Context: an optimization exercise on an open-source flow, tuned for small area, a short achievable clock period and few clock cycles per item. The choices shown serve that exercise and are no tape-out recipe. Where RTL was checked, it was by simulation tests only, not by an equivalence proof against the original. The RTL of runs 1 to 4 was laid out without a check of its function. No activity file was given, so power comes from the tool's default toggle rates.

<file path="flow/config.mk">
export PLATFORM = sky130hd
export DESIGN_NAME = serial_stick_command_decoder_top
export DESIGN_NICKNAME = serial_stick_command_decoder_top
export VERILOG_FILES = /design/flow/design.v
export SDC_FILE = /design/flow/constraint.sdc
export NUM_CORES = 4
export LEC_CHECK = 0
export CAP_MARGIN = 20
export CORE_MARGIN = 2
export CORE_UTILIZATION = 40
export SETUP_SLACK_MARGIN = 3.5
export SLEW_MARGIN = 20
</file>
<file path="flow/constraint.sdc">
create_clock -name core_clock -period 7.0 [get_ports {clk}]
set_input_delay 1.4000 -clock core_clock [delete_from_list [all_inputs] [get_ports {clk}]]
set_output_delay 1.4000 -clock core_clock [all_outputs]
set_load 0.01 [all_outputs]
</file>
<file path="flow/design.v">
`timescale 1ns / 1ps
package ssc_pkg;
  localparam int ArgDigits = 4;
  localparam int StickW = 15;    
  localparam int AccumW = 14;    
  localparam int CountW = 17;    
  localparam int ChanW  = 12;    
  localparam logic [ChanW-1:0]    CenterReset   = 12'd1502;
  localparam logic [StickW-1:0]   FloorReset    = 15'd1700;
  localparam logic [StickW-1:0]   ThrottleReset = 15'd1100;
  localparam logic [AccumW-1:0]   AccumMax      = 14'd9999;
  localparam logic [CountW-1:0]   CountMax      = '1;
  localparam logic [9:0]  AdjustmentReset  = 10'd100;
  localparam logic [15:0] HoldLimitReset   = 16'd100;
  localparam logic [11:0] ArmThrottleReset = 12'd1100;
  localparam logic [7:0] ChArm    = 8'h61;   
  localparam logic [7:0] ChClear  = 8'h71;   
  localparam logic [7:0] ChCenter = 8'h73;   
  localparam logic [7:0] ChThr    = 8'h74;   
  localparam logic [7:0] ChRoll   = 8'h72;   
  localparam logic [7:0] ChPitch  = 8'h70;   
  localparam logic [7:0] ChFloor  = 8'h6D;   
  localparam logic [7:0] ChNorth  = 8'h78;   
  localparam logic [7:0] ChEast   = 8'h7A;   
  localparam logic [7:0] ChSouth  = 8'h79;   
  localparam logic [7:0] ChWest   = 8'h75;   
  localparam logic [7:0] ChSpace  = 8'h20;
  localparam logic [7:0] ChTab    = 8'h09;
  localparam logic [7:0] ChCr     = 8'h0D;
  localparam logic [7:0] ChPlus   = 8'h2B;
  localparam logic [7:0] ChMinus  = 8'h2D;
  localparam logic [7:0] ChZero   = 8'h30;
  localparam logic [7:0] ChNine   = 8'h39;
  localparam logic [1:0] RegAdjustment  = 2'd0;
  localparam logic [1:0] RegHoldLimit   = 2'd1;
  localparam logic [1:0] RegArmThrottle = 2'd2;
  localparam logic [1:0] PH_SKIP   = 2'd0;
  localparam logic [1:0] PH_DIGITS = 2'd1;
  localparam logic [1:0] PH_DONE   = 2'd2;
  localparam logic [1:0] TGT_THROTTLE = 2'd0;
  localparam logic [1:0] TGT_ROLL     = 2'd1;
  localparam logic [1:0] TGT_PITCH    = 2'd2;
  localparam logic [1:0] TGT_FLOOR    = 2'd3;
  typedef struct packed {
    logic [9:0]  adjustment;
    logic [15:0] hold_limit;
    logic [11:0] arm_throttle;
  } cfg_t;
endpackage
`timescale 1ns / 1ps
import ssc_pkg::*;
module ssc_arg_parse (
  input  logic [1:0]               phase,        
  input  logic                     negative,
  input  logic signed [StickW-1:0] sacc,         
  input  logic                     sacc_above,   
  input  logic signed [StickW-1:0] floor_thr,
  input  logic [7:0]               ch,
  output logic [1:0]               phase_nxt,
  output logic                     negative_nxt,
  output logic signed [StickW-1:0] value,        
  output logic                     above_floor   
);
  logic       is_digit;
  logic       is_white;
  logic       is_sign;
  logic       take;                             
  logic [3:0] digit;
  assign is_digit = (ch[7:4] == 4'h3) && ((ch[3:0] <= 4'd9));
  assign is_white = (ch == ChSpace) || ((ch >= ChTab) && (ch <= ChCr));
  assign is_sign  = (ch == ChPlus) || (ch == ChMinus);
  assign digit    = ch[3:0];
  assign take     = is_digit && (phase != PH_DONE);
  always_comb begin
    phase_nxt    = phase;
    negative_nxt = negative;
    case (phase)
      PH_SKIP: begin
        if (is_sign) begin
          negative_nxt = ch[2];                 
          phase_nxt    = PH_DIGITS;
        end else if (is_digit) begin
          phase_nxt = PH_DIGITS;
        end else if (!is_white) begin
          phase_nxt = PH_DONE;
        end
      end
      PH_DIGITS: if (!is_digit) phase_nxt = PH_DONE;
      default: ;
    endcase
  end
  localparam int HiW = StickW - 4;
  logic signed [StickW-1:0] s10;
  logic [HiW-1:0]           hi;
  logic [HiW-1:0]           ones_below, zeros_below;
  assign s10 = (sacc <<< 3) + (sacc <<< 1);
  assign hi  = s10[StickW-1:4];
  for (genvar i = 0; i < HiW; i++) begin : g_pre
    if (i == 0) begin : g_first
      assign ones_below[i]  = 1'b1;
      assign zeros_below[i] = 1'b1;
    end else begin : g_rest
      assign ones_below[i]  = &hi[i-1:0];
      assign zeros_below[i] = ~|hi[i-1:0];
    end
  end
  localparam int QW = 16;
  logic [QW-1:0] qa, qb, qc, qs, qk, q;
  logic [QW-5:0] qh;
  logic          q_neg, q_m1, q_z;
  assign qa = {sacc[StickW-1], sacc} << 3;
  assign qb = {sacc[StickW-1], sacc} << 1;
  assign qc = ~{floor_thr[StickW-1], floor_thr};
  assign qs = qa ^ qb ^ qc;
  assign qk = {(qa[QW-2:0] & qb[QW-2:0]) | (qa[QW-2:0] & qc[QW-2:0]) | (qb[QW-2:0] & qc[QW-2:0]), 1'b0};
  assign q  = qs + qk;
  assign qh    = q[QW-1:4];
  assign q_neg = qh[QW-5];
  assign q_m1  = &qh;
  assign q_z   = ~|qh;
  logic [3:0]     low_v, low_q;
  logic           up, down, q_up, q_down;
  logic [HiW-1:0] hi_sel;
  logic           sum_neg;
  assign low_v  = negative ? s10[3:0] - digit : s10[3:0] + digit;
  assign up     = !negative && (digit > ~s10[3:0]);
  assign down   =  negative && (digit >  s10[3:0]);
  assign hi_sel = hi ^ ({HiW{up}} & ones_below) ^ ({HiW{down}} & zeros_below);
  assign q_up   = !negative && (digit > ~q[3:0]);
  assign q_down =  negative && (digit >  q[3:0]);
  always_comb begin
    if (q_up)        sum_neg = q_neg && !q_m1;    
    else if (q_down) sum_neg = q_neg || q_z;      
    else             sum_neg = q_neg;
  end
  assign value       = take ? signed'({hi_sel, low_v}) : sacc;
  assign above_floor = take ? !sum_neg : sacc_above;
endmodule
`timescale 1ns / 1ps
import ssc_pkg::*;
module ssc_tick (
  input  logic [ChanW-1:0]         center_pitch,
  input  logic [ChanW-1:0]         center_roll,
  input  logic [3:0]               dir_flags,
  input  logic [CountW-1:0]        hold_count,
  input  ssc_pkg::cfg_t            cfg,
  output logic signed [StickW-1:0] pitch,
  output logic signed [StickW-1:0] roll,
  output logic [3:0]               dir_flags_nxt,
  output logic [CountW-1:0]        hold_count_nxt
);
  logic expired;
  function automatic logic [StickW-1:0] deflect(input logic [ChanW-1:0] c,
                                                input logic up, input logic dn,
                                                input logic [9:0] adj);
    logic [12:0] a;
    logic [13:0] r;
    logic        sub;
    sub = dn && !up;
    a   = (up ^ dn) ? {3'b000, adj} : 13'd0;
    r   = {2'b00, c} + {1'b0, a ^ {13{sub}}} + 14'(sub);
    deflect = {{2{sub && !r[13]}}, r[12:0]};
  endfunction
  assign pitch = deflect(center_pitch, dir_flags[2], dir_flags[0], cfg.adjustment);
  assign roll  = deflect(center_roll,  dir_flags[3], dir_flags[1], cfg.adjustment);
  assign expired = hold_count > CountW'(cfg.hold_limit);
  assign dir_flags_nxt  = expired ? 4'd0 : dir_flags;
  assign hold_count_nxt = expired ? CountW'(1) : hold_count + 1'b1;
endmodule
`timescale 1ns / 1ps
import ssc_pkg::*;
module ssc_cfg_regs (
  input  logic         clk,
  input  logic         rst,
  input  logic         psel,
  input  logic         penable,
  input  logic         pwrite,
  input  logic [3:0]   paddr,
  input  logic [31:0]  pwdata,
  output logic [31:0]  prdata,
  output logic         pready,
  output ssc_pkg::cfg_t cfg
);
  logic       wr_en;
  logic [1:0] reg_idx;
  assign pready  = 1'b1;
  assign wr_en   = psel && penable && pwrite;
  assign reg_idx = paddr[3:2];
  always_ff @(posedge clk) begin
    if (rst) begin
      cfg.adjustment   <= AdjustmentReset;
      cfg.hold_limit   <= HoldLimitReset;
      cfg.arm_throttle <= ArmThrottleReset;
    end else if (wr_en) begin
      case (reg_idx)
        RegAdjustment:  cfg.adjustment   <= pwdata[9:0];
        RegHoldLimit:   cfg.hold_limit   <= pwdata[15:0];
        RegArmThrottle: cfg.arm_throttle <= pwdata[11:0];
        default: ;
      endcase
    end
  end
  always_comb begin
    case (reg_idx)
      RegAdjustment:  prdata = {22'd0, cfg.adjustment};
      RegHoldLimit:   prdata = {16'd0, cfg.hold_limit};
      RegArmThrottle: prdata = {20'd0, cfg.arm_throttle};
      default:        prdata = 32'd0;
    endcase
  end
endmodule
`timescale 1ns / 1ps
import ssc_pkg::*;
module serial_stick_command_decoder_top (
  input  logic        clk,
  input  logic        rst,
  input  logic        cmd_valid,
  output logic        cmd_ready,
  input  logic        cmd_mode,
  input  logic [7:0]  cmd_rx_byte,
  input  logic [11:0] cmd_rc_pitch,
  input  logic [11:0] cmd_rc_roll,
  output logic        stick_valid,
  input  logic        stick_ready,
  output logic        stick_armed,
  output logic [14:0] stick_throttle,
  output logic [14:0] stick_pitch,
  output logic [14:0] stick_roll,
  output logic        stick_clear_store,
  output logic [3:0]  stick_directions,
  input  logic        psel,
  input  logic        penable,
  input  logic        pwrite,
  input  logic [3:0]  paddr,
  input  logic [31:0] pwdata,
  output logic [31:0] prdata,
  output logic        pready
);
  ssc_pkg::cfg_t cfg;
  ssc_cfg_regs u_cfg (
    .clk     (clk),
    .rst     (rst),
    .psel    (psel),
    .penable (penable),
    .pwrite  (pwrite),
    .paddr   (paddr),
    .pwdata  (pwdata),
    .prdata  (prdata),
    .pready  (pready),
    .cfg     (cfg)
  );
  logic        in_valid;
  logic        in_mode;
  logic [7:0]  in_byte;
  logic [11:0] in_pitch;
  logic [11:0] in_roll;
  logic        advance;
  assign advance   = in_valid && (!stick_valid || stick_ready);
  assign cmd_ready = !in_valid || advance;
  always_ff @(posedge clk) begin
    if (rst) begin
      in_valid <= 1'b0;
    end else if (cmd_ready) begin
      in_valid <= cmd_valid;
    end
  end
  always_ff @(posedge clk) begin
    if (cmd_ready && cmd_valid) begin
      in_mode  <= cmd_mode;
      in_byte  <= cmd_rx_byte;
      in_pitch <= cmd_rc_pitch;
      in_roll  <= cmd_rc_roll;
    end
  end
  logic                     armed_flag;
  logic                     pending;         
  logic [1:0]               chars_left;      
  logic [1:0]               target;
  logic [1:0]               phase;
  logic                     negative;
  logic signed [StickW-1:0] sacc;
  logic                     sacc_above;      
  logic [3:0]               dir_flags;
  logic [CountW-1:0]        hold_count;
  logic [ChanW-1:0]         center_pitch;
  logic [ChanW-1:0]         center_roll;
  logic signed [StickW-1:0] floor_throttle;
  logic signed [StickW-1:0] throttle_reg;
  logic signed [StickW-1:0] pitch_reg;
  logic signed [StickW-1:0] roll_reg;
  logic                     clear_reg;
  logic [1:0]               phase_nxt;
  logic                     negative_nxt;
  logic signed [StickW-1:0] arg_value;
  logic                     arg_above_floor;
  ssc_arg_parse u_parse (
    .phase        (phase),
    .negative     (negative),
    .sacc         (sacc),
    .sacc_above   (sacc_above),
    .floor_thr    (floor_throttle),
    .ch           (in_byte),
    .phase_nxt    (phase_nxt),
    .negative_nxt (negative_nxt),
    .value        (arg_value),
    .above_floor  (arg_above_floor)
  );
  logic signed [StickW-1:0] tick_pitch;
  logic signed [StickW-1:0] tick_roll;
  logic [3:0]               tick_dirs;
  logic [CountW-1:0]        tick_hold;
  ssc_tick u_tick (
    .center_pitch   (center_pitch),
    .center_roll    (center_roll),
    .dir_flags      (dir_flags),
    .hold_count     (hold_count),
    .cfg            (cfg),
    .pitch          (tick_pitch),
    .roll           (tick_roll),
    .dir_flags_nxt  (tick_dirs),
    .hold_count_nxt (tick_hold)
  );
  logic is_tick, is_arg, is_cmd, is_last;
  logic do_arm, do_clear, do_center, do_open, do_dir;
  logic [3:0] dir_bit;
  logic [1:0] open_target;
  assign is_tick  = in_mode;
  assign is_arg   = !in_mode && pending;
  assign is_cmd   = !in_mode && !pending;
  assign is_last  = is_arg && (chars_left == 2'd0);
  assign do_arm    = is_cmd && (in_byte == ChArm);
  assign do_clear  = is_cmd && (in_byte == ChClear);
  assign do_center = is_cmd && (in_byte == ChCenter);
  always_comb begin
    open_target = TGT_THROTTLE;
    dir_bit     = 4'd0;
    do_open     = 1'b0;
    case (in_byte)
      ChThr:   begin do_open = 1'b1; open_target = TGT_THROTTLE; end
      ChRoll:  begin do_open = 1'b1; open_target = TGT_ROLL;     end
      ChPitch: begin do_open = 1'b1; open_target = TGT_PITCH;    end
      ChFloor: begin do_open = 1'b1; open_target = TGT_FLOOR;    end
      ChNorth: dir_bit = 4'b0001;
      ChEast:  dir_bit = 4'b0010;
      ChSouth: dir_bit = 4'b0100;
      ChWest:  dir_bit = 4'b1000;
      default: ;
    endcase
  end
  assign do_dir = is_cmd && (dir_bit != 4'd0);
  always_ff @(posedge clk) begin
    if (rst) begin
      armed_flag     <= 1'b0;
      pending        <= 1'b0;
      dir_flags      <= 4'd0;
      hold_count     <= '0;
      center_pitch   <= CenterReset;
      center_roll    <= CenterReset;
      floor_throttle <= FloorReset;
      throttle_reg   <= ThrottleReset;
      pitch_reg      <= StickW'(CenterReset);
      roll_reg       <= StickW'(CenterReset);
    end else if (advance) begin
      if (do_arm) begin
        armed_flag   <= !armed_flag;
        throttle_reg <= signed'(StickW'(cfg.arm_throttle));
      end
      if (do_center) begin
        center_pitch <= in_pitch;
        center_roll  <= in_roll;
        pitch_reg    <= signed'(StickW'(in_pitch));
        roll_reg     <= signed'(StickW'(in_roll));
      end
      if (is_cmd && do_open && armed_flag) pending <= 1'b1;
      if (is_last) pending <= 1'b0;
      if (do_dir) begin
        dir_flags  <= dir_flags | dir_bit;
        hold_count <= '0;
      end
      if (is_tick) begin
        pitch_reg  <= tick_pitch;
        roll_reg   <= tick_roll;
        dir_flags  <= tick_dirs;
        hold_count <= tick_hold;
      end
      if (is_last) begin
        case (target)
          TGT_THROTTLE: throttle_reg   <= arg_above_floor ? arg_value : floor_throttle;
          TGT_ROLL:     roll_reg       <= arg_value;
          TGT_PITCH:    pitch_reg      <= arg_value;
          default:      floor_throttle <= arg_value;
        endcase
      end
    end
  end
  always_ff @(posedge clk) begin
    if (advance) begin
      if (is_cmd) begin
        chars_left <= 2'd3;
        target     <= open_target;
        phase      <= PH_SKIP;
        negative   <= 1'b0;
        sacc       <= '0;
        sacc_above <= floor_throttle[StickW-1];    
      end else if (is_arg) begin
        chars_left <= chars_left - 2'd1;
        phase      <= phase_nxt;
        negative   <= negative_nxt;
        sacc       <= arg_value;
        sacc_above <= arg_above_floor;
      end
    end
  end
  always_ff @(posedge clk) begin
    if (rst) begin
      stick_valid <= 1'b0;
    end else if (advance) begin
      stick_valid <= 1'b1;
    end else if (stick_ready) begin
      stick_valid <= 1'b0;
    end
  end
  always_ff @(posedge clk) begin
    if (advance) clear_reg <= do_clear;
  end
  assign stick_armed       = armed_flag;
  assign stick_throttle    = throttle_reg;
  assign stick_pitch       = pitch_reg;
  assign stick_roll        = roll_reg;
  assign stick_clear_store = clear_reg;
  assign stick_directions  = dir_flags;
endmodule
</file>
<file path="flow/run.sh">
#!/bin/bash
# synth_recipe.tcl (not shown) runs the flow's synth.tcl, then flattens the netlist and writes it again
# the make line also repeats each setting of config.mk as NAME=value (left out here)
make -C /OpenROAD-flow-scripts/flow DESIGN_CONFIG=/design/flow/config.mk WORK_HOME=/design/flow/orfs CLKGATE_MAP_FILE= SYNTH_SCRIPT=/design/flow/synth_recipe.tcl finish
</file>
==> results of run 1 <==
per-layer routing:
metal  GRT usage (%)  vias to the layer above  wire, um
li1                -                     6203         -
met1            32.3                     6101     19700
met2            40.0                      369     20600
met3            3.11                       81      2440
met4            10.8                        0      1860
met5               0                        -         0
repair_timing:
| action | CTS | global route |
|---|---|---|
| gates resized for setup | 200 | 27 |
| pin swaps | 36 | 14 |
| endpoints found under the setup margin | 148 | 73 |
| gates cloned | 5 | 0 |
| buffers inserted | 71 | 16 |
| hold buffers | 0 | 0 |
| hold endpoints to repair | 0 | 0 |
area by class of cell:
cell class,count,area (um^2)
Clock buffer,37,762
Clock inverter,9,90.1
Fill cell,3091,15900
Inverter,88,334
Multi-Input combinational cell,1255,9030
Sequential cell,204,4650
Tap cell,448,561
Timing Repair Buffer,237,2240
tightest hold or removal path: stages, from the launching register on:
cell and delay [ns]:
dfxtp_1 0.31, nand2_1 0.05, a21oi_1 0.05
kinds of logic (layout without fill, tap and decap cells):
logic type      count (synthesis)  in the layout
simple gates                  601            601
flops                         204            204
buf+inv                       185            371
compound gates                406            408
mux                            48             48
xor+xnor                       73             73
fa+ha+maj                     108            108
other cells                     2             17
report_power, final:
part	leakage (nW)	switching, W	internal, W
Clock	0.422	0.000523	0.000794
Combinational	4.92	0.000242	0.000192
Sequential	1.73	0.0000263	0.00124
through the flow:
stage               util [%]  std cells  worst slack, ns  hold slack [ns]
floorplan                  -       1642             3.41            0.441
global placement        45.8       2139             1.56            0.452
detailed placement      45.8       2139             1.48            0.457
CTS                     51.9       2261             3.23            0.466
global route            52.6       2278             3.09            0.490
finish                  52.6       2278             3.20            0.464
cell usage in the layout (no fill, tap or decap), types with 39 or more instances in the layout:
cell type / Yosys / routed
clkdlybuf4s50_1: 0 / 105
o21ai_0: 66 / 53
xnor2_1: 51 / 49
nor2_1: 126 / 123
ha_1: 89 / 74
a21oi_1: 112 / 109
a21o_1: 39 / 39
nand3_1: 70 / 68
buf_4: 17 / 86
inv_1: 88 / 81
dfxtp_1: 147 / 147
nand2_1: 205 / 196
nor3_1: 47 / 42
edfxtp_1: 57 / 57
path summary, 6_finish.rpt:
check | slack [ns] | from | to | depth (start not counted)
setup / recovery | 3.20 | sacc[0] | roll_reg[13] | 13
hold / removal | 0.46 | center_pitch[9] | center_pitch[9] | 2
setup reg to reg | 3.20 | sacc[0] | roll_reg[13] | 13
hold reg to reg | 0.46 | center_pitch[9] | center_pitch[9] | 2
==> results.json, run 1 <==
{
  "synth-async-reset-ratio_pct": 0,
  "grt-ovfl-total": 0,
  "tightest_slew_ns": 0.995,
  "crit_chain": "buf_4 -> buf_6 -> ha_4 -> fa_2 -> a211o_1 -> nand3_1 -> nand3b_1 -> or4b_4 -> or4_4 -> o2111a_1 -> a221o_2 -> o2111ai_2 -> nand3_1",
  "worstPathArrival_ns": 4.21,
  "ys_seq_area_share_pct": 34.1,
  "synth_top_family_by_area": "simple AND/OR/NAND/NOR gates",
  "vias_per_cell": 5.60,
  "place_area_mm2": 0.0154,
  "die_w_um": 189,
  "core_mm2": 0.0336,
  "clkSinkCount": 204,
  "leakage_nw": 7.08,
  "synthTopCellsByArea": "dfxtp_1 22%, edfxtp_1 13%, ha_1 8.2%",
  "period_needed_ns": 3.80,
  "antenna_found_initial": 1,
  "slew_violations": 0,
  "cp_num_buf_inv": 2,
  "synth_compound_area_share_pct": 20.2,
  "cap_viol_max_count": 0,
  "max_stage_delay_ns": 0.56,
  "cts_buffer_depth": 3,
  "vdd_drop_max_uv": 191,
  "synth-simple-area-share_pct": 20.8,
  "vias": 12800,
  "areaGrowthSynthToFinish_pct": 29.4,
  "synth.mux.area_fraction_pct": 3.60,
  "antenna_cells": 0,
  "htreeDepth": 1,
  "hold_viol_final": 0,
  "drt-total-wl_um": 44600,
  "cts-buffers-inserted": 25,
  "synth_xor_area_share_pct": 4.68,
  "yosysTopAreaCell": "dfxtp_1",
  "path_class": "reg -> reg",
  "cts.clk_slew.worst_paths_ns": 0.06,
  "synth_common_cells": "205 x nand2_1, 147 x dfxtp_1, 126 x nor2_1",
  "tritoncts": "done",
  "required_ns": 7.41,
  "dpl.hpwl_um": 30900,
  "clock_skew_ns": 0.0271,
  "crit_top_cell": "nand3_1",
  "top_regs": "u_cfg.cfg: 38 flops, hold_count: 17 flops",
  "yosysUniqueCellTypes": 77,
  "grt_pass1_vias": 12300,
  "rows": 67,
  "largest_reg_flops": 38,
  "grt_setup_unrepaired": "true",
  "synthDominantCellAreaShare_pct": 21.6,
  "dieArea_mm2": 0.0356,
  "synthesis.area_mm2": 0.0137,
  "io_pins": 162,
  "die_h_um": 189,
  "startpoint_type": "flop",
  "yosysMostFrequentCell": "nand2_1",
  "synthAdderAreaFrac_pct": 10.9,
  "ant_nets": 0,
  "finalSetupViolCount": 0,
  "synth-edff-count": 57,
  "ys.warnings.count": 4,
  "drive_gt1_share_pct": 16.9,
  "cts_root_buf": "clkbuf_16",
  "tns_ns": 0,
  "slowest_stage": "or4b_4",
  "track_usage_pct": 24.4,
  "hp-class": "reg -> reg",
  "design_area_mm2": 0.0177,
  "relSlewSlack_pct": 31.8,
  "outcome": "no timing/DRC/antenna violations",
  "clk_latency_ns": 0.54,
  "cp_top_family": "simple AND/OR/NAND/NOR gates",
  "synth_flop_cell": "dfxtp_1",
  "largest-register": "u_cfg.cfg",
  "end_kind": "flop",
  "grt_max_degree": 55,
  "dr.pass1.iters": 5,
  "ys_ff_latch": 204,
  "cellPowerDensity_mw_per_mm2": 171,
  "drt_iter0_markers": 833,
  "nNetsFinal": 1995,
  "fmax_ghz": 0.263,
  "start_util_pct": 40.6,
  "fin_crit_sh_pct": 54.3,
  "synthCells": 1627,
  "place_congestion": 0.889,
  "total_power_w": 0.00302,
  "avgSynthCellArea_um2": 8.39,
  "grt_first_pass_wirelength_um": 68700,
  "drc_errors": 0,
  "routedWlPerCell_um": 19.6,
  "port_buffers": 126,
  "critPathMaxFanout": 7
}
==> run 2, diff against run 1 <==
--- a/flow/design.v
+++ b/flow/design.v
@@ -53,12 +53,14 @@
   input  logic [1:0]               phase,        
   input  logic                     negative,
   input  logic signed [StickW-1:0] sacc,         
+  input  logic signed [StickW-1:0] sacc10,       
   input  logic                     sacc_above,   
   input  logic signed [StickW-1:0] floor_thr,
   input  logic [7:0]               ch,
   output logic [1:0]               phase_nxt,
   output logic                     negative_nxt,
   output logic signed [StickW-1:0] value,        
+  output logic signed [StickW-1:0] value10,      
   output logic                     above_floor   
 );
   logic       is_digit;
@@ -90,11 +92,14 @@
     endcase
   end
   localparam int HiW = StickW - 4;
-  logic signed [StickW-1:0] s10;
-  logic [HiW-1:0]           hi;
-  logic [HiW-1:0]           ones_below, zeros_below;
-  assign s10 = (sacc <<< 3) + (sacc <<< 1);
-  assign hi  = s10[StickW-1:4];
+  localparam int HwW = StickW - 7;
+  logic signed [StickW-1:0] s10, s100;
+  logic [HiW-1:0]           hi, ones_below, zeros_below;
+  logic [HwW-1:0]           hw, ones_below_w, zeros_below_w;
+  assign s10  = sacc10;
+  assign s100 = (s10 <<< 3) + (s10 <<< 1);
+  assign hi   = s10[StickW-1:4];
+  assign hw   = s100[StickW-1:7];
   for (genvar i = 0; i < HiW; i++) begin : g_pre
     if (i == 0) begin : g_first
       assign ones_below[i]  = 1'b1;
@@ -104,16 +109,20 @@
       assign zeros_below[i] = ~|hi[i-1:0];
     end
   end
+  for (genvar i = 0; i < HwW; i++) begin : g_prew
+    if (i == 0) begin : g_first
+      assign ones_below_w[i]  = 1'b1;
+      assign zeros_below_w[i] = 1'b1;
+    end else begin : g_rest
+      assign ones_below_w[i]  = &hw[i-1:0];
+      assign zeros_below_w[i] = ~|hw[i-1:0];
+    end
+  end
   localparam int QW = 16;
-  logic [QW-1:0] qa, qb, qc, qs, qk, q;
+  logic [QW-1:0] q;
   logic [QW-5:0] qh;
   logic          q_neg, q_m1, q_z;
-  assign qa = {sacc[StickW-1], sacc} << 3;
-  assign qb = {sacc[StickW-1], sacc} << 1;
-  assign qc = ~{floor_thr[StickW-1], floor_thr};
-  assign qs = qa ^ qb ^ qc;
-  assign qk = {(qa[QW-2:0] & qb[QW-2:0]) | (qa[QW-2:0] & qc[QW-2:0]) | (qb[QW-2:0] & qc[QW-2:0]), 1'b0};
-  assign q  = qs + qk;
+  assign q     = {s10[StickW-1], s10} + ~{floor_thr[StickW-1], floor_thr};
   assign qh    = q[QW-1:4];
   assign q_neg = qh[QW-5];
   assign q_m1  = &qh;
@@ -126,6 +135,14 @@
   assign up     = !negative && (digit > ~s10[3:0]);
   assign down   =  negative && (digit >  s10[3:0]);
   assign hi_sel = hi ^ ({HiW{up}} & ones_below) ^ ({HiW{down}} & zeros_below);
+  logic [6:0]     d10, low_w;
+  logic           w_up, w_down;
+  logic [HwW-1:0] hw_sel;
+  assign d10    = 7'(digit) * 7'd10;
+  assign low_w  = negative ? s100[6:0] - d10 : s100[6:0] + d10;
+  assign w_up   = !negative && (d10 > ~s100[6:0]);
+  assign w_down =  negative && (d10 >  s100[6:0]);
+  assign hw_sel = hw ^ ({HwW{w_up}} & ones_below_w) ^ ({HwW{w_down}} & zeros_below_w);
   assign q_up   = !negative && (digit > ~q[3:0]);
   assign q_down =  negative && (digit >  q[3:0]);
   always_comb begin
@@ -134,6 +151,7 @@
     else             sum_neg = q_neg;
   end
   assign value       = take ? signed'({hi_sel, low_v}) : sacc;
+  assign value10     = take ? signed'({hw_sel, low_w}) : sacc10;
   assign above_floor = take ? !sum_neg : sacc_above;
 endmodule
 `timescale 1ns / 1ps
@@ -279,6 +297,7 @@
   logic [1:0]               phase;
   logic                     negative;
   logic signed [StickW-1:0] sacc;
+  logic signed [StickW-1:0] sacc10;          
   logic                     sacc_above;      
   logic [3:0]               dir_flags;
   logic [CountW-1:0]        hold_count;
@@ -292,17 +311,20 @@
   logic [1:0]               phase_nxt;
   logic                     negative_nxt;
   logic signed [StickW-1:0] arg_value;
+  logic signed [StickW-1:0] arg_value10;
   logic                     arg_above_floor;
   ssc_arg_parse u_parse (
     .phase        (phase),
     .negative     (negative),
     .sacc         (sacc),
+    .sacc10       (sacc10),
     .sacc_above   (sacc_above),
     .floor_thr    (floor_throttle),
     .ch           (in_byte),
     .phase_nxt    (phase_nxt),
     .negative_nxt (negative_nxt),
     .value        (arg_value),
+    .value10      (arg_value10),
     .above_floor  (arg_above_floor)
   );
   logic signed [StickW-1:0] tick_pitch;
@@ -401,12 +423,14 @@
         phase      <= PH_SKIP;
         negative   <= 1'b0;
         sacc       <= '0;
+        sacc10     <= '0;
         sacc_above <= floor_throttle[StickW-1];    
       end else if (is_arg) begin
         chars_left <= chars_left - 2'd1;
         phase      <= phase_nxt;
         negative   <= negative_nxt;
         sacc       <= arg_value;
+        sacc10     <= arg_value10;
         sacc_above <= arg_above_floor;
       end
     end
--- a/flow/config.mk
+++ b/flow/config.mk
@@ -8,5 +8,5 @@
 export CAP_MARGIN = 20
 export CORE_MARGIN = 2
 export CORE_UTILIZATION = 40
-export SETUP_SLACK_MARGIN = 3.5
+export SETUP_SLACK_MARGIN = 3.7
 export SLEW_MARGIN = 20
==> run 2 against run 1 <==
Effect of this change: combinational power increased by 15%; count of clock-buffer cells in the layout decreased by 4; critical endpoint is now prdata[8]; clock power about the same; critical path depth decreased by 7; sequential power increased by 9%; worst setup slack improved by 0.23 ns.
==> results.json, run 2 <==
{
  "yosysUniqueCellTypes": 77,
  "ys.warnings.count": 4,
  "die_h_um": 190,
  "leakage_nw": 7.22,
  "fin_crit_sh_pct": 51.0,
  "port_buffers": 126,
  "grt_util_met2_pct": 38.4,
  "vias": 12700,
  "dr.pass1.iters": 5,
  "mostFrequentLayoutCell": "nand2_1",
  "grt-ovfl-total": 0,
  "grt_first_pass_wirelength_um": 67600,
  "htreeDepth": 1,
  "grt_setup_unrepaired": "true",
  "hold_viol_final": 0,
  "largest-register": "u_cfg.cfg",
  "relSlewSlack_pct": 35.5,
  "dpl.hpwl_um": 30600,
  "total_power_w": 0.00320,
  "synthesis.area_mm2": 0.0139,
  "drt_iter0_markers": 965,
  "met1_usage_pct": 32.5,
  "cts_hold_repair.buffers": 0,
  "cts_root_buf": "clkbuf_16",
  "ys_seq_area_share_pct": 36.5,
  "clkSinkCount": 218,
  "yosysTopAreaCell": "dfxtp_1",
  "worstPathArrival_ns": 2.17,
  "cap_viol_max_count": 0,
  "grt.busiest_layer": "met2",
  "start_util_pct": 40.5,
  "die_w_um": 190,
  "track_usage_pct": 23.7,
  "largest_reg_flops": 38,
  "synth_flop_cell": "dfxtp_1",
  "clock_skew_ns": 0.0172,
  "finalSetupViolCount": 0,
  "cts_buffer_depth": 3,
  "synth-edff-count": 71,
  "tightest_slew_ns": 0.960,
  "hp-class": "reg -> reg",
  "cts-buffers-inserted": 27,
  "drive_gt1_share_pct": 19.5,
  "path_class": "in -> out",
  "placed_cells": 2158,
  "fmax_ghz": 0.280,
  "synthTopCellsByArea": "dfxtp_1 21%, edfxtp_1 15%, ha_1 8.8%",
  "grt_max_degree": 75,
  "startpoint_type": "primary input",
  "use_met3_pct": 3.18,
  "holdPathStages": 2,
  "ys_ff_latch": 218,
  "routedWlPerCell_um": 19.2,
  "nNetsFinal": 2013,
  "end_kind": "output pin",
  "avgSynthCellArea_um2": 8.46,
  "core_mm2": 0.0344,
  "antenna_cells": 0,
  "synthDominantCellAreaShare_pct": 21.2,
  "synth-async-reset-ratio_pct": 0,
  "place_congestion": 0.891,
  "finish.utilization_pct": 52.6,
  "outcome": "no timing/DRC/antenna violations",
  "cts.clk_slew.worst_paths_ns": 0.05,
  "drt-total-wl_um": 44300,
  "tritoncts": "done",
  "antenna_found_initial": 0,
  "critPathMaxFanout": 9,
  "dieArea_mm2": 0.0363,
  "layout_common_cells": "219 x nand2_1, 141 x dfxtp_1, 115 x nor2_1",
  "rr_worst_depth": 13,
  "stdcell_count": 2305,
  "drc_errors": 0,
  "tns_ns": 0,
  "yosysMostFrequentCell": "nand2_1",
  "areaGrowthSynthToFinish_pct": 30.0,
  "grt_pass1_vias": 12000,
  "top_regs": "u_cfg.cfg: 38 flops, hold_count: 17 flops",
  "cellPowerDensity_mw_per_mm2": 177,
  "io_pins": 162,
  "rows": 68,
  "synthCells": 1644,
  "ant_nets": 0,
  "clk_latency_ns": 0.54,
  "period_needed_ns": 3.57,
  "vdd_drop_max_uv": 162,
  "required_ns": 5.60,
  "synth_common_cells": "226 x nand2_1, 147 x dfxtp_1, 143 x a21oi_1",
  "vias_per_cell": 5.52,
  "slew_violations": 0
}
run 2: cell count changes after synthesis, moves of 10 or more:
cell      previous run  this run
a21o_1              39        28
nand2_1            205       226
a21oi_1            112       143
nand3_1             70        48
o21ai_0             66        88
edfxtp_1            57        71
nor3_1              47        29
fa_1                19         9
run 2: logic make-up (layout without fill, tap and decap cells):
group / after synthesis / after routing / share of synthesized area (%)
buffers and inverters: 183 / 373 / 5.43
multiplexers: 40 / 40 / 2.96
flip-flops: 218 / 218 / 36.5
other: 2 / 17 / 0.0540
adder cells (fa/ha/maj): 107 / 107 / 10.1
AO/OA/AOI/OAI: 438 / 438 / 20.3
AND/OR/NAND/NOR: 569 / 570 / 19.1
XOR/XNOR: 87 / 87 / 5.48
run 2: final cells by class:
| type | count | area (um^2) |
|---|---|---|
| inverters | 86 | 339 |
| clock buffers | 33 | 708 |
| flip-flops and latches | 218 | 5080 |
| clock inverters | 16 | 121 |
| multi-input cells | 1259 | 9070 |
| well taps | 455 | 569 |
| repair inverters | 1 | 7.51 |
| repair buffers | 237 | 2180 |
| fillers | 3202 | 16300 |
run 2: stage by stage:
| step | instance area (um^2) | setup WS, ns | hold WS [ns] |
|---|---|---|---|
| 6_report | 18100 | 3.43 | 0.453 |
| 5_1_grt | 18100 | 3.36 | 0.469 |
| 2_1_floorplan | 14200 | 3.53 | 0.436 |
| 3_3_place_gp | 15700 | 1.51 | 0.443 |
| 3_5_place_dp | 15700 | 1.49 | 0.453 |
| 4_1_cts | 17500 | 3.40 | 0.461 |
run 2: final timing paths:
path                                  startpoint                to  slack (ns)
worst max register to register         sacc10[2]   throttle_reg[5]        3.47
worst max-delay path                    paddr[3]         prdata[8]        3.43
worst min-delay path            throttle_reg[14]  throttle_reg[14]        0.45
worst min register to register  throttle_reg[14]  throttle_reg[14]        0.45
run 2: what timing repair did:
item / in CTS / in global routing
buffers inserted: 66 / 29
endpoints found under the setup margin: 165 / 85
gates cloned: 3 / 0
gates resized for setup: 208 / 63
pin swaps: 45 / 28
run 2: layer usage:
layer / vias up / wire length, um
met1: 6001 / 19800
met3: 90 / 2590
li1: 6199 / -
met5: - / 0
met4: 0 / 1480
met2: 426 / 20400
run 2: report_power, final:
| group | internal, W | switching, W |
|---|---|---|
| registers | 0.00135 | 0.0000371 |
| logic | 0.000229 | 0.000273 |
| clock network | 0.000758 | 0.000559 |
| total | 0.00233 | 0.000869 |
run 2: critical path, stage by stage:
cell and delay (ns):
buf_16 0.11, nor2b_4 0.16, buf_12 0.14, nand2_1 0.07, o21ai_2 0.06, clkdlybuf4s15_2 0.24
==> run 3, diff against run 2 <==
--- a/flow/design.v
+++ b/flow/design.v
@@ -270,8 +270,6 @@
   logic        in_valid;
   logic        in_mode;
   logic [7:0]  in_byte;
-  logic [11:0] in_pitch;
-  logic [11:0] in_roll;
   logic        advance;
   assign advance   = in_valid && (!stick_valid || stick_ready);
   assign cmd_ready = !in_valid || advance;
@@ -286,8 +284,6 @@
     if (cmd_ready && cmd_valid) begin
       in_mode  <= cmd_mode;
       in_byte  <= cmd_rx_byte;
-      in_pitch <= cmd_rc_pitch;
-      in_roll  <= cmd_rc_roll;
     end
   end
   logic                     armed_flag;
@@ -376,8 +372,6 @@
       pending        <= 1'b0;
       dir_flags      <= 4'd0;
       hold_count     <= '0;
-      center_pitch   <= CenterReset;
-      center_roll    <= CenterReset;
       floor_throttle <= FloorReset;
       throttle_reg   <= ThrottleReset;
       pitch_reg      <= StickW'(CenterReset);
@@ -388,10 +382,8 @@
         throttle_reg <= signed'(StickW'(cfg.arm_throttle));
       end
       if (do_center) begin
-        center_pitch <= in_pitch;
-        center_roll  <= in_roll;
-        pitch_reg    <= signed'(StickW'(in_pitch));
-        roll_reg     <= signed'(StickW'(in_roll));
+        pitch_reg    <= signed'(StickW'(center_pitch));
+        roll_reg     <= signed'(StickW'(center_roll));
       end
       if (is_cmd && do_open && armed_flag) pending <= 1'b1;
       if (is_last) pending <= 1'b0;
@@ -415,6 +407,22 @@
       end
     end
   end
+  logic pending_after;
+  logic take_center;
+  assign pending_after = !in_valid ? pending :
+                         (is_cmd && do_open && armed_flag) ? 1'b1 :
+                         is_last ? 1'b0 : pending;
+  assign take_center   = cmd_valid && cmd_ready && !cmd_mode
+                         && (cmd_rx_byte == ChCenter) && !pending_after;
+  always_ff @(posedge clk) begin
+    if (rst) begin
+      center_pitch <= CenterReset;
+      center_roll  <= CenterReset;
+    end else if (take_center) begin
+      center_pitch <= cmd_rc_pitch;
+      center_roll  <= cmd_rc_roll;
+    end
+  end
   always_ff @(posedge clk) begin
     if (advance) begin
       if (is_cmd) begin
==> run 3 against run 2 <==
Effect of this change: count of clock-buffer cells in the layout is 16 lower; combinational power is 1% lower; clock skew hardly changed; critical path depth is 2 higher; via count is 0.49% higher; synthesized cell count hardly changed; total power is 14% lower; maximum frequency is 3.2% lower; die area is 3.1% lower; sequential share of layout area is 2.5 points lower; register-to-register slack worse by 0.14 ns; design area is 6.0% lower; critical path type unchanged.
==> results.json, run 3 <==
{
  "outcome": "no timing/DRC/antenna violations",
  "leakage_nw": 6.93,
  "period_needed_ns": 3.69,
  "cp_top_family": "buffers and inverters",
  "antenna_found_initial": 0,
  "hold_viol_final": 0,
  "die_w_um": 188,
  "synth-async-reset-ratio_pct": 0,
  "yosysTopAreaCell": "dfxtp_1",
  "synthesis.area_mm2": 0.0135,
  "end_kind": "output pin",
  "cts-buffers-inserted": 17,
  "cts_root_buf": "clkbuf_16",
  "synth_flop_cell": "dfxtp_1",
  "crit_chain": "buf_8 -> buf_12 -> nor2b_4 -> buf_8 -> buf_6 -> nand2_2 -> o21ai_2 -> buf_2",
  "tns_ns": 0,
  "ys_ff_latch": 194,
  "hp-class": "reg -> reg",
  "grt_first_pass_wirelength_um": 68500,
  "rows": 67,
  "core_mm2": 0.0334,
  "ys.warnings.count": 4,
  "fin_crit_sh_pct": 52.7,
  "drt_iter0_markers": 1013,
  "reg2reg_slack_ns": 3.33,
  "layout_common_cells": "168 x nand2_1, 153 x nor2_1, 144 x dfxtp_1",
  "cts.clk_slew.worst_paths_ns": 0.08,
  "yosysMostFrequentCell": "nand2_1",
  "dr.pass1.iters": 7,
  "clkSinkCount": 194,
  "grt_pass1_vias": 12100,
  "largest-register": "u_cfg.cfg",
  "fmax_ghz": 0.271,
  "io_pins": 162,
  "start_util_pct": 40.4,
  "htreeDepth": 4,
  "yosysUniqueCellTypes": 79,
  "synth-edff-count": 47,
  "cellPowerDensity_mw_per_mm2": 162,
  "areaGrowthSynthToFinish_pct": 26.0,
  "dpl.hpwl_um": 30500,
  "relSlewSlack_pct": 32.4,
  "track_usage_pct": 24.6,
  "ant_nets": 0,
  "drive_gt1_share_pct": 16.1,
  "clock_skew_ns": 0.0167,
  "path_class": "in -> out",
  "avgSynthCellArea_um2": 8.20,
  "synthTopCellsByArea": "dfxtp_1 22%, edfxtp_1 10%, ha_1 9.1%",
  "ys_seq_area_share_pct": 32.3,
  "crit_top_cell": "buf_8",
  "dieArea_mm2": 0.0352,
  "mostFrequentLayoutCell": "nand2_1",
  "startpoint_type": "primary input",
  "die_h_um": 188,
  "nNetsFinal": 1973,
  "routedWlPerCell_um": 19.6,
  "drc_errors": 0,
  "vdd_drop_max_uv": 138,
  "antenna_cells": 0,
  "vias": 12800,
  "synthDominantCellAreaShare_pct": 21.8,
  "tritoncts": "done",
  "drt-total-wl_um": 44000,
  "fillers": 3198,
  "multiInputGateArea_mm2": 0.00916,
  "synth_common_cells": "179 x nand2_1, 158 x nor2_1, 147 x dfxtp_1",
  "clk_latency_ns": 0.46,
  "worstPathArrival_ns": 2.29,
  "tightest_slew_ns": 1.01,
  "cap_viol_max_count": 0,
  "slew_violations": 0,
  "slowest_stage": "nor2b_4",
  "required_ns": 5.60,
  "synthCells": 1643,
  "max_stage_delay_ns": 0.17,
  "hold_ws_ns": 0.483,
  "finalSetupViolCount": 0,
  "cp_num_buf_inv": 5,
  "port_buffers": 126,
  "largest_reg_flops": 38,
  "grt_max_degree": 77,
  "place_congestion": 0.889,
  "top_regs": "u_cfg.cfg: 38 flops, hold_count: 17 flops",
  "vias_per_cell": 5.68,
  "critPathMaxFanout": 5,
  "grt_setup_unrepaired": "true",
  "grt-ovfl-total": 0,
  "seqCellArea_mm2": 0.00436,
  "cts_hold_repair.buffers": 0,
  "cts_buffer_depth": 2
}
-- run 3: cell types whose count changed after synthesis, moves of 18 or more --
| cell | delta |
|---|---|
| nand2_1 | -47 |
| o21ai_0 | -22 |
| edfxtp_1 | -24 |
| nor2_1 | +38 |
| a21oi_1 | -18 |
| mux2i_1 | +26 |
-- run 3: where the power goes --
part	leakage, nW	total, W	internal, W	switching, W
Sequential	1.64	0.00120	0.00117	0.0000282
Clock	0.309	0.00106	0.000524	0.000534
Combinational	4.98	0.000497	0.000220	0.000277
-- run 3: through the flow --
| stage | total power [W] | utilization, % | setup slack (ns) | instances | cell area, um^2 |
|---|---|---|---|---|---|
| final | 0.00276 | 50.9 | 3.31 | 2251 | 17000 |
| after global routing | 0.00286 | 50.9 | 3.27 | 2251 | 17000 |
| after CTS | 0.00273 | 49.2 | 3.34 | 2225 | 16400 |
| after detailed placement | 0.00164 | 45.4 | 1.91 | 2148 | 15100 |
| after global placement | 0.00163 | 45.4 | 1.96 | 2148 | 15100 |
| after floorplan | 0.00150 | - | 3.53 | 1658 | 13700 |
-- run 3: cell type report --
cell class	count	area share [%]
Timing Repair Buffer	209	11.4
Sequential cell	194	25.7
Tap cell	448	3.30
Timing Repair inverter	1	0.0295
Inverter	85	1.90
Multi-Input combinational cell	1282	54.0
Clock buffer	17	2.50
Clock inverter	15	1.28
-- run 3: logic make-up (layout without fill, tap and decap cells) --
family                   after synthesis  in the layout  synth area share [%]
AO/OA/AOI/OAI                        432            434                  21.1
XOR/XNOR                              83             83                  5.40
adder cells (fa/ha/maj)              107            107                  10.4
buffers and inverters                185            327                  5.72
flip-flops                           194            194                  32.3
multiplexers                          60             60                  4.49
other                                  2             17                0.0557
AND/OR/NAND/NOR                      580            581                  20.5
-- run 3: final timing paths --
kind | startpoint | depth (start not counted) | endpoint
max reg2reg | sacc10[1] | 15 | throttle_reg[8]
max | paddr[2] | 8 | prdata[8]
min reg2reg | u_cfg.cfg[24] | 2 | u_cfg.cfg[24]
min | u_cfg.cfg[24] | 2 | u_cfg.cfg[24]
-- run 3: worst reg2reg max path: stages, from the launching register on --
cell and delay, ns:
edfxtp_1 0.41, ha_2 0.21, inv_2 0.04, fa_2 0.54
inv_2 0.05, ha_4 0.27, nand2_4 0.05, o21ai_2 0.13
a21oi_2 0.07, nor4_2 0.25, nand4_1 0.14, or4_4 0.56
o21a_4 0.24, buf_6 0.13, or3_1 0.36, a31oi_1 0.16
-- run 3: layer usage --
metal | wire [um] | global-route usage, %
met4 | 1170 | 7.69
met5 | 0 | 0
met3 | 2270 | 2.94
met1 | 19600 | 33.3
met2 | 20900 | 41.1
-- run 3: what timing repair did --
action	4_1_cts	5_1_grt
resized for setup	173	71
pin swaps	30	44
setup endpoints to repair	151	79
setup buffers	41	24
endpoints found under the hold margin	0	0
cloned	4	1
==> run 4, diff against run 3 <==
--- a/flow/config.mk
+++ b/flow/config.mk
@@ -8,5 +8,5 @@
 export CAP_MARGIN = 20
 export CORE_MARGIN = 2
 export CORE_UTILIZATION = 40
-export SETUP_SLACK_MARGIN = 3.7
+export SETUP_SLACK_MARGIN = 3.2
 export SLEW_MARGIN = 20
==> run 4 against run 3 <==
Effect of this change: sequential cell count stayed put; routed wire length fell by 2.1%; non-clock buffer count shrank 40; highest routed layer is now met5; worst setup slack got worse by 0.064 ns; sequential share of layout area increased by 1.6 points; core utilization shrank 2.9 points; global-route usage decreased by 0.52 points; area after synthesis is the same; hold slack better by 0.0017 ns; critical path type unchanged; largest power group unchanged; clock power is 9% lower; design area is 5.8% lower.
==> results.json, run 4 <==
{
  "io_pins": 162,
  "period_needed_ns": 3.75,
  "synth_flop_cell": "dfxtp_1",
  "dieArea_mm2": 0.0352,
  "avgSynthCellArea_um2": 8.20,
  "cap_viol_max_count": 0,
  "start_util_pct": 40.4,
  "synthCells": 1643,
  "grt_first_pass_wirelength_um": 67000,
  "grt_setup_unrepaired": "true",
  "switching_power_w": 0.000748,
  "clkSinkCount": 194,
  "grt-ovfl-total": 0,
  "cts_root_buf": "clkbuf_16",
  "place_area_mm2": 0.0150,
  "synth_xor_area_share_pct": 5.40,
  "dr.pass1.iters": 6,
  "mostFrequentLayoutCell": "nand2_1",
  "yosysMostFrequentCell": "nand2_1",
  "clock_skew_ns": 0.00824,
  "synth_top_family_by_area": "compound AO/OA/AOI/OAI gates",
  "ant_nets": 0,
  "track_usage_pct": 24.1,
  "vias_per_cell": 5.69,
  "hp-class": "reg -> reg",
  "yosysUniqueCellTypes": 79,
  "rows": 67,
  "areaGrowthSynthToFinish_pct": 18.8,
  "clkPwrFrac_pct": 37.2,
  "hold_viol_final": 0,
  "leakage_nw": 6.54,
  "outcome": "no timing/DRC/antenna violations",
  "drive_gt1_share_pct": 8.29,
  "place_congestion": 0.876,
  "relSlewSlack_pct": 27.5,
  "critPathMaxFanout": 16,
  "vias": 12600,
  "cts-buffers-inserted": 17,
  "tritoncts": "done",
  "synth_common_cells": "179 x nand2_1, 158 x nor2_1, 147 x dfxtp_1",
  "ys_seq_area_share_pct": 32.3,
  "fmax_ghz": 0.266,
  "synthTopCellsByArea": "dfxtp_1 22%, edfxtp_1 10%, ha_1 9.1%",
  "end_kind": "output pin",
  "swShare_pct": 28.8,
  "finalSetupViolCount": 0,
  "grt_pass1_vias": 12000,
  "seqPwrFrac_pct": 46.4,
  "antenna_found_initial": 1,
  "design_area_mm2": 0.0160,
  "synth-simple-area-share_pct": 20.5,
  "antenna_cells": 0,
  "ys.warnings.count": 4,
  "cellPowerDensity_mw_per_mm2": 162,
  "cts_buffer_depth": 2,
  "nNetsFinal": 1932,
  "yosysTopAreaCell": "dfxtp_1",
  "cts.clk_slew.worst_paths_ns": 0.08,
  "synth-async-reset-ratio_pct": 0,
  "drt-total-wl_um": 43100,
  "port_buffers": 126,
  "largest_reg_flops": 38,
  "vdd_drop_max_uv": 126,
  "internal_power_w": 0.00185,
  "die_h_um": 188,
  "synthesis.area_mm2": 0.0135,
  "synth_compound_area_share_pct": 21.1,
  "worstPathArrival_ns": 2.35,
  "core_mm2": 0.0334,
  "startpoint_type": "primary input",
  "path_class": "in -> out",
  "tns_ns": 0,
  "synthAdderAreaFrac_pct": 10.4,
  "htreeDepth": 4,
  "synth-edff-count": 47,
  "routedWlPerCell_um": 19.5,
  "power_frac_comb_pct": 16.4,
  "grt_max_degree": 69,
  "largest-register": "u_cfg.cfg",
  "die_w_um": 188,
  "top_regs": "u_cfg.cfg: 38 flops, hold_count: 17 flops",
  "ys_ff_latch": 194,
  "clk_latency_ns": 0.45,
  "dpl.hpwl_um": 31100,
  "tightest_slew_ns": 1.08,
  "layout_common_cells": "178 x nand2_1, 157 x nor2_1, 146 x dfxtp_1",
  "reg2reg_slack_ns": 3.27,
  "fin_crit_sh_pct": 53.6,
  "synth.mux.area_fraction_pct": 4.49,
  "required_ns": 5.60,
  "drt_iter0_markers": 990,
  "slew_violations": 0,
  "finish.utilization_pct": 48.0,
  "synthDominantCellAreaShare_pct": 21.8,
  "drc_errors": 0
}
-- run 4: cell count changes in the layout (fill, tap and decap cells not counted), sizes merged --
cell / previous run / this run
buf: 103 / 46
clkbuf: 18 / 19
dlygate4sd2: 0 / 13
o21a: 18 / 17
clkinv: 11 / 9
clkinvlp: 2 / 4
dlymetal6s2s: 0 / 1
clkdlybuf4s50: 105 / 106
clkdlybuf4s15: 0 / 1
-- run 4: cells by family (layout without fill, tap and decap cells) --
logic type | Yosys count | after routing
compound gates | 432 | 433
other cells | 2 | 17
mux | 60 | 60
xor+xnor | 83 | 83
flops | 194 | 194
simple gates | 580 | 581
buf+inv | 185 | 287
fa+ha+maj | 107 | 107
-- run 4: repair_timing --
action / 4_1_cts / 5_1_grt
pin swaps: 12 / 24
setup buffers: 20 / 11
hold buffers: 0 / 0
endpoints found under the setup margin: 79 / 30
gates cloned: 1 / 2
resized for setup: 55 / 25
-- run 4: worst max-delay path: stages --
cell and delay (ns):
buf_4 0.16, nor2b_4 0.14, buf_6 0.14, a22o_1 0.22, dlygate4sd2_1 0.28
-- run 4: per-layer routing --
metal	track usage [%]	wire length (um)	up-vias
met2	40.1	20300	375
li1	-	-	6083
met1	32.0	19400	6058
met4	8.96	1350	2
met3	3.01	2010	66
met5	0	13	-
-- run 4: final cells by class --
class | count | area [um^2]
repair inverters | 1 | 5.00
clock inverters | 15 | 134
well taps | 448 | 561
clock buffers | 17 | 425
fillers | 3276 | 17400
inverters | 85 | 323
repair buffers | 169 | 1590
multi-input cells | 1281 | 8610
flip-flops and latches | 194 | 4360
-- run 4: final timing paths --
path / from / endpoint / depth (start not counted)
hold reg to reg: u_cfg.cfg[25] / u_cfg.cfg[25] / 2
hold / removal: u_cfg.cfg[25] / u_cfg.cfg[25] / 2
setup reg to reg: sacc10[1] / throttle_reg[8] / 15
setup / recovery: paddr[2] / prdata[11] / 5
-- run 4: through the flow --
| step | setup WS [ns] | std cells | hold slack [ns] | total power, W |
|---|---|---|---|---|
| 3_5_place_dp | 1.56 | 2143 | 0.477 | 0.00163 |
| 5_1_grt | 3.14 | 2210 | 0.504 | 0.00270 |
| 6_report | 3.25 | 2210 | 0.484 | 0.00260 |
| 2_1_floorplan | 3.28 | 1658 | 0.445 | 0.00149 |
| 3_3_place_gp | 1.66 | 2143 | 0.468 | 0.00162 |
| 4_1_cts | 3.02 | 2196 | 0.487 | 0.00260 |
-- run 4: power groups by stage --
stage               Sequential [W]  Combinational (W)  Clock [W]
floorplan                  0.00122           0.000271          0
global placement           0.00124           0.000387          0
detailed placement         0.00124           0.000393          0
CTS                        0.00121           0.000416   0.000976
global route               0.00121           0.000470    0.00102
finish                     0.00121           0.000427   0.000966
==> run 5, diff against run 4 <==
--- a/flow/design.v
+++ b/flow/design.v
@@ -200,26 +200,19 @@
   output ssc_pkg::cfg_t cfg
 );
   logic       wr_en;
-  logic [1:0] reg_idx;
+  logic [2:0] ld;
   assign pready  = 1'b1;
   assign wr_en   = psel && penable && pwrite;
-  assign reg_idx = paddr[3:2];
-  always_ff @(posedge clk) begin
-    if (rst) begin
-      cfg.adjustment   <= AdjustmentReset;
-      cfg.hold_limit   <= HoldLimitReset;
-      cfg.arm_throttle <= ArmThrottleReset;
-    end else if (wr_en) begin
-      case (reg_idx)
-        RegAdjustment:  cfg.adjustment   <= pwdata[9:0];
-        RegHoldLimit:   cfg.hold_limit   <= pwdata[15:0];
-        RegArmThrottle: cfg.arm_throttle <= pwdata[11:0];
-        default: ;
-      endcase
-    end
+  assign ld[0] = rst || (wr_en && paddr[3:2] == RegAdjustment);
+  assign ld[1] = rst || (wr_en && paddr[3:2] == RegHoldLimit);
+  assign ld[2] = rst || (wr_en && paddr[3:2] == RegArmThrottle);
+  always_ff @(posedge clk) begin
+    if (ld[0]) cfg.adjustment   <= rst ? AdjustmentReset  : pwdata[9:0];
+    if (ld[1]) cfg.hold_limit   <= rst ? HoldLimitReset   : pwdata[15:0];
+    if (ld[2]) cfg.arm_throttle <= rst ? ArmThrottleReset : pwdata[11:0];
   end
   always_comb begin
-    case (reg_idx)
+    case (paddr[3:2])
       RegAdjustment:  prdata = {22'd0, cfg.adjustment};
       RegHoldLimit:   prdata = {16'd0, cfg.hold_limit};
       RegArmThrottle: prdata = {20'd0, cfg.arm_throttle};
@@ -274,11 +267,7 @@
   assign advance   = in_valid && (!stick_valid || stick_ready);
   assign cmd_ready = !in_valid || advance;
   always_ff @(posedge clk) begin
-    if (rst) begin
-      in_valid <= 1'b0;
-    end else if (cmd_ready) begin
-      in_valid <= cmd_valid;
-    end
+    if (rst || cmd_ready) in_valid <= !rst && cmd_valid;
   end
   always_ff @(posedge clk) begin
     if (cmd_ready && cmd_valid) begin
@@ -366,61 +355,48 @@
     endcase
   end
   assign do_dir = is_cmd && (dir_bit != 4'd0);
-  always_ff @(posedge clk) begin
-    if (rst) begin
-      armed_flag     <= 1'b0;
-      pending        <= 1'b0;
-      dir_flags      <= 4'd0;
-      hold_count     <= '0;
-      floor_throttle <= FloorReset;
-      throttle_reg   <= ThrottleReset;
-      pitch_reg      <= StickW'(CenterReset);
-      roll_reg       <= StickW'(CenterReset);
-    end else if (advance) begin
-      if (do_arm) begin
-        armed_flag   <= !armed_flag;
-        throttle_reg <= signed'(StickW'(cfg.arm_throttle));
-      end
-      if (do_center) begin
-        pitch_reg    <= signed'(StickW'(center_pitch));
-        roll_reg     <= signed'(StickW'(center_roll));
-      end
-      if (is_cmd && do_open && armed_flag) pending <= 1'b1;
-      if (is_last) pending <= 1'b0;
-      if (do_dir) begin
-        dir_flags  <= dir_flags | dir_bit;
-        hold_count <= '0;
-      end
-      if (is_tick) begin
-        pitch_reg  <= tick_pitch;
-        roll_reg   <= tick_roll;
-        dir_flags  <= tick_dirs;
-        hold_count <= tick_hold;
-      end
-      if (is_last) begin
-        case (target)
-          TGT_THROTTLE: throttle_reg   <= arg_above_floor ? arg_value : floor_throttle;
-          TGT_ROLL:     roll_reg       <= arg_value;
-          TGT_PITCH:    pitch_reg      <= arg_value;
-          default:      floor_throttle <= arg_value;
-        endcase
-      end
-    end
+  logic open_arg;
+  logic last_thr, last_roll, last_pitch, last_floor;
+  assign open_arg   = is_cmd && do_open && armed_flag;
+  assign last_thr   = is_last && (target == TGT_THROTTLE);
+  assign last_roll  = is_last && (target == TGT_ROLL);
+  assign last_pitch = is_last && (target == TGT_PITCH);
+  assign last_floor = is_last && (target == TGT_FLOOR);
+  always_ff @(posedge clk) begin
+    if (rst || (advance && do_arm))
+      armed_flag <= !rst && !armed_flag;
+    if (rst || (advance && (open_arg || is_last)))
+      pending <= !rst && !is_last;
+    if (rst || (advance && (do_dir || is_tick)))
+      dir_flags <= rst ? 4'd0 : is_tick ? tick_dirs : (dir_flags | dir_bit);
+    if (rst || (advance && (do_dir || is_tick)))
+      hold_count <= (rst || !is_tick) ? '0 : tick_hold;
+    if (rst || (advance && last_floor))
+      floor_throttle <= rst ? signed'(FloorReset) : arg_value;
+    if (rst || (advance && (do_arm || last_thr)))
+      throttle_reg <= rst ? signed'(ThrottleReset) :
+                      do_arm ? signed'(StickW'(cfg.arm_throttle)) :
+                      arg_above_floor ? arg_value : floor_throttle;
+    if (rst || (advance && (do_center || is_tick || last_pitch)))
+      pitch_reg <= rst ? signed'(StickW'(CenterReset)) :
+                   do_center ? signed'(StickW'(center_pitch)) :
+                   is_tick ? tick_pitch : arg_value;
+    if (rst || (advance && (do_center || is_tick || last_roll)))
+      roll_reg <= rst ? signed'(StickW'(CenterReset)) :
+                  do_center ? signed'(StickW'(center_roll)) :
+                  is_tick ? tick_roll : arg_value;
   end
   logic pending_after;
   logic take_center;
   assign pending_after = !in_valid ? pending :
-                         (is_cmd && do_open && armed_flag) ? 1'b1 :
+                         open_arg ? 1'b1 :
                          is_last ? 1'b0 : pending;
   assign take_center   = cmd_valid && cmd_ready && !cmd_mode
                          && (cmd_rx_byte == ChCenter) && !pending_after;
   always_ff @(posedge clk) begin
-    if (rst) begin
-      center_pitch <= CenterReset;
-      center_roll  <= CenterReset;
-    end else if (take_center) begin
-      center_pitch <= cmd_rc_pitch;
-      center_roll  <= cmd_rc_roll;
+    if (rst || take_center) begin
+      center_pitch <= rst ? CenterReset : cmd_rc_pitch;
+      center_roll  <= rst ? CenterReset : cmd_rc_roll;
     end
   end
   always_ff @(posedge clk) begin
@@ -444,13 +420,7 @@
     end
   end
   always_ff @(posedge clk) begin
-    if (rst) begin
-      stick_valid <= 1'b0;
-    end else if (advance) begin
-      stick_valid <= 1'b1;
-    end else if (stick_ready) begin
-      stick_valid <= 1'b0;
-    end
+    if (rst || advance || stick_ready) stick_valid <= !rst && advance;
   end
   always_ff @(posedge clk) begin
     if (advance) clear_reg <= do_clear;
--- a/flow/config.mk
+++ b/flow/config.mk
@@ -8,5 +8,5 @@
 export CAP_MARGIN = 20
 export CORE_MARGIN = 2
 export CORE_UTILIZATION = 40
-export SETUP_SLACK_MARGIN = 3.2
+export SETUP_SLACK_MARGIN = 3.6
 export SLEW_MARGIN = 20
==> run 5 against run 4 <==
Effect of this change: still clean; non-clock buffer count rose by 44; sequential share of layout area rose by 7.9 points; cell count fell by 13%; clock power rose by 7%.
==> results.json, run 5 <==
{
  "outcome": "no timing/DRC/antenna violations",
  "synthDominantCellAreaShare_pct": 44.8,
  "fillers": 2928,
  "synth_common_cells": "194 x edfxtp_1, 145 x nor2_1, 98 x ha_1",
  "cts_buffer_depth": 2,
  "grt_max_degree": 66,
  "largest_reg_flops": 38,
  "power_frac_comb_pct": 27.6,
  "end_kind": "flop",
  "cts-buffers-inserted": 17,
  "cts_root_buf": "clkbuf_16",
  "rr_worst_depth": 14,
  "relSlewSlack_pct": 31.7,
  "dpl.hpwl_um": 24300,
  "placed_cells": 1805,
  "routedWlPerCell_um": 18.1,
  "clock_skew_ns": 0.0127,
  "leakage_nw": 6.62,
  "worstSetupEndpoint": "throttle_reg[8]",
  "switching_power_w": 0.00104,
  "tns_ns": 0,
  "synth_flop_cell": "edfxtp_1",
  "ys.warnings.count": 4,
  "drt_iter0_markers": 749,
  "period_needed_ns": 3.73,
  "die_w_um": 184,
  "yosysTopAreaCell": "edfxtp_1",
  "met1_usage_pct": 29.0,
  "antenna_found_initial": 0,
  "synthTopCellsByArea": "edfxtp_1 45%, ha_1 9.4%, nor2_1 4.2%",
  "critPathMaxFanout": 7,
  "vias_per_cell": 5.27,
  "swShare_pct": 30.5,
  "seqPwrFrac_pct": 42.4,
  "top_regs": "u_cfg.cfg: 38 flops, hold_count: 17 flops",
  "ys_seq_area_share_pct": 44.8,
  "synth-async-reset-ratio_pct": 0,
  "grt-ovfl-total": 0,
  "ant_nets": 0,
  "io_pins": 162,
  "cap_viol_max_count": 0,
  "multiInputGateArea_mm2": 0.00735,
  "yosysMostFrequentCell": "edfxtp_1",
  "rows": 66,
  "slew_violations": 0,
  "htreeDepth": 4,
  "hp-class": "reg -> reg",
  "dieArea_mm2": 0.0340,
  "avgSynthCellArea_um2": 10.2,
  "synthesis.area_mm2": 0.0130,
  "clkSinkCount": 194,
  "core_mm2": 0.0323,
  "cellPowerDensity_mw_per_mm2": 206,
  "cts.clk_slew.worst_paths_ns": 0.08,
  "yosysUniqueCellTypes": 69,
  "required_ns": 7.20,
  "clk_latency_ns": 0.45,
  "nNetsFinal": 1642,
  "grt.busiest_layer": "met2",
  "slowest_stage": "or4_4",
  "crit_chain": "buf_6 -> ha_4 -> a21o_1 -> and4_1 -> or4b_1 -> nand4_1 -> o2111ai_1 -> or4_4 -> nor4_4 -> a2111oi_4 -> buf_4 -> buf_8 -> mux2i_1 -> a22o_1",
  "track_usage_pct": 20.7,
  "areaGrowthSynthToFinish_pct": 27.7,
  "vdd_drop_max_uv": 174,
  "finish.utilization_pct": 51.4,
  "path_class": "reg -> reg",
  "timing.critical_path.from": "sacc10[2]",
  "worstPathArrival_ns": 3.93,
  "start_util_pct": 40.3,
  "grt_first_pass_wirelength_um": 54100,
  "finalSetupViolCount": 0,
  "stdcell_count": 1914,
  "grt_pass1_vias": 9812,
  "tightest_slew_ns": 1.01,
  "hold_viol_final": 0,
  "synth-edff-count": 194,
  "grt_util_met2_pct": 33.8,
  "ys_ff_latch": 194,
  "mostFrequentLayoutCell": "edfxtp_1",
  "synthCells": 1275,
  "antenna_cells": 0,
  "r2r-end": "throttle_reg[8]",
  "timing.rr.start": "sacc10[2]",
  "reg2reg_slack_ns": 3.27,
  "port_buffers": 126,
  "max_stage_delay_ns": 0.51,
  "seqCellArea_mm2": 0.00583,
  "drc_errors": 0,
  "place_congestion": 0.849,
  "fin_crit_sh_pct": 53.3,
  "die_h_um": 184,
  "grt_setup_unrepaired": "true",
  "layout_common_cells": "194 x edfxtp_1, 136 x nor2_1, 105 x clkdlybuf4s50_1",
  "use_met3_pct": 3.24,
  "fmax_ghz": 0.268,
  "largest-register": "u_cfg.cfg",
  "tritoncts": "done",
  "vias": 10100,
  "dr.pass1.iters": 5,
  "startpoint_type": "flop",
  "drive_gt1_share_pct": 21.5,
  "clkPwrFrac_pct": 30.0,
  "drt-total-wl_um": 34700,
  "internal_power_w": 0.00238
}
run 5: changes by cell type after synthesis, sizes merged, moves of 23 or more:
cell / previous run / this run
dfxtp: 147 / 0
clkbuf: 70 / 39
nor2b: 9 / 45
a211oi: 47 / 12
edfxtp: 47 / 194
o211ai: 25 / 2
nand2: 179 / 65
or2: 6 / 29
a21oi: 125 / 70
run 5: final cells by class:
type | instances | area share, %
clock buffers | 17 | 2.56
multi-input cells | 952 | 44.3
flip-flops and latches | 194 | 35.1
well taps | 442 | 3.33
clock inverters | 15 | 1.03
repair buffers | 213 | 11.9
inverters | 81 | 1.85
run 5: worst max-delay path: cells and delay by family (launching register included):
kind | cells | cell delay (ns)
simple gates | 5 | 1.60
compound gates | 4 | 0.60
flops | 1 | 0.47
fa+ha+maj | 1 | 0.20
mux | 1 | 0.13
buf+inv | 3 | 0.47
run 5: cell families after synthesis:
family | count (synthesis) | share of synthesized area, %
flip-flops | 194 | 44.8
multiplexers | 43 | 3.37
AO/OA/AOI/OAI | 251 | 12.9
adder cells (fa/ha/maj) | 107 | 10.8
other | 2 | 0.0578
buffers and inverters | 144 | 4.76
XOR/XNOR | 98 | 6.60
AND/OR/NAND/NOR | 436 | 16.7
run 5: what timing repair did:
action | in CTS | in global routing
hold buffers | 0 | 0
gates cloned | 3 | 0
buffers inserted | 57 | 17
gates resized for setup | 200 | 52
pin swaps | 44 | 29
endpoints found under the setup margin | 113 | 68
run 5: metal layers:
metal,wire [um],share of wire [%]
met1,16200,47
met2,16400,47
met3,1590,4.6
met4,505,1.5
met5,0,0
run 5: worst min path at each step:
stage | startpoint | to | cells past startpoint | slack (ns)
6_report | chars_left[0] | chars_left[0] | 1 | 0.59
5_1_grt | center_pitch[4] | pitch_reg[4] | 1 | 0.61
4_1_cts | chars_left[0] | chars_left[0] | 1 | 0.60
3_5_place_dp | u_cfg.cfg[9] | throttle_reg[9] | 1 | 0.57
3_3_place_gp | chars_left[0] | chars_left[0] | 1 | 0.55
2_1_floorplan | u_cfg.cfg[0] | throttle_reg[0] | 2 | 0.53
run 5: power by group through the flow:
stage                     clock [W]  sequential [W]  combinational (W)
final                       0.00103         0.00145           0.000946
after global routing        0.00108         0.00146            0.00104
after CTS                   0.00104         0.00145           0.000904
after detailed placement          0         0.00148           0.000817
after global placement            0         0.00148           0.000803
after floorplan                   0         0.00146           0.000575
run 5: metrics by stage:
stage | hold slack [ns] | setup WS (ns) | instance area [um^2] | power [W]
3_3_place_gp | 0.554 | 1.92 | 14800 | 0.00228
6_report | 0.594 | 3.27 | 16600 | 0.00342
4_1_cts | 0.596 | 3.35 | 16200 | 0.00339
5_1_grt | 0.614 | 3.16 | 16600 | 0.00358
3_5_place_dp | 0.570 | 1.94 | 14800 | 0.00230
2_1_floorplan | 0.528 | 3.58 | 13200 | 0.00204
Testbench counts of run 5, summed over its fixed seeds: cycles 12,042, items 12,026.

==> afterwards: timing with drivers on the ports <==
The results above use ideal ports. As a check the final layouts listed here were re-extracted and re-timed, cells and wires unchanged.
Step 1 sets driving cells, clkbuf_16 on the clock port and buf_2 on the other inputs (assumed; they add their load-dependent delay and slew).
Step 2, shift: input delay + t, output delay - t, t = (earliest + latest rising clock arrival at the registers) / 2. This alone moves slack from input paths to output paths.
a / b / c = no drivers / after step 1 / after step 2; a / b = the first two.
run | t, ns | slack for setup (ns) | hold WS [ns] | clock arrival spread, ns
run 1 | 0.581 | 3.201 / 3.201 / 3.201 | 0.464 / 0.464 / 0.464 | 0.027 / 0.027
run 2 | 0.579 | 3.428 / 3.357 / 3.345 | 0.453 / 0.453 / 0.453 | 0.018 / 0.017
run 3 | 0.505 | 3.312 / 3.260 / 3.260 | 0.483 / 0.483 / 0.483 | 0.018 / 0.018
run 4 | 0.493 | 3.248 / 3.225 / 2.957 | 0.484 / 0.484 / 0.484 | 0.009 / 0.008
run 5 | 0.495 | 3.270 / 3.270 / 3.270 | 0.594 / 0.594 / 0.594 | 0.013 / 0.013
After both steps setup and hold are still met in every run listed. For run 4, which loses most, drivers alone change the setup slack by -0.023 ns; drivers and shift together by -0.291 ns.
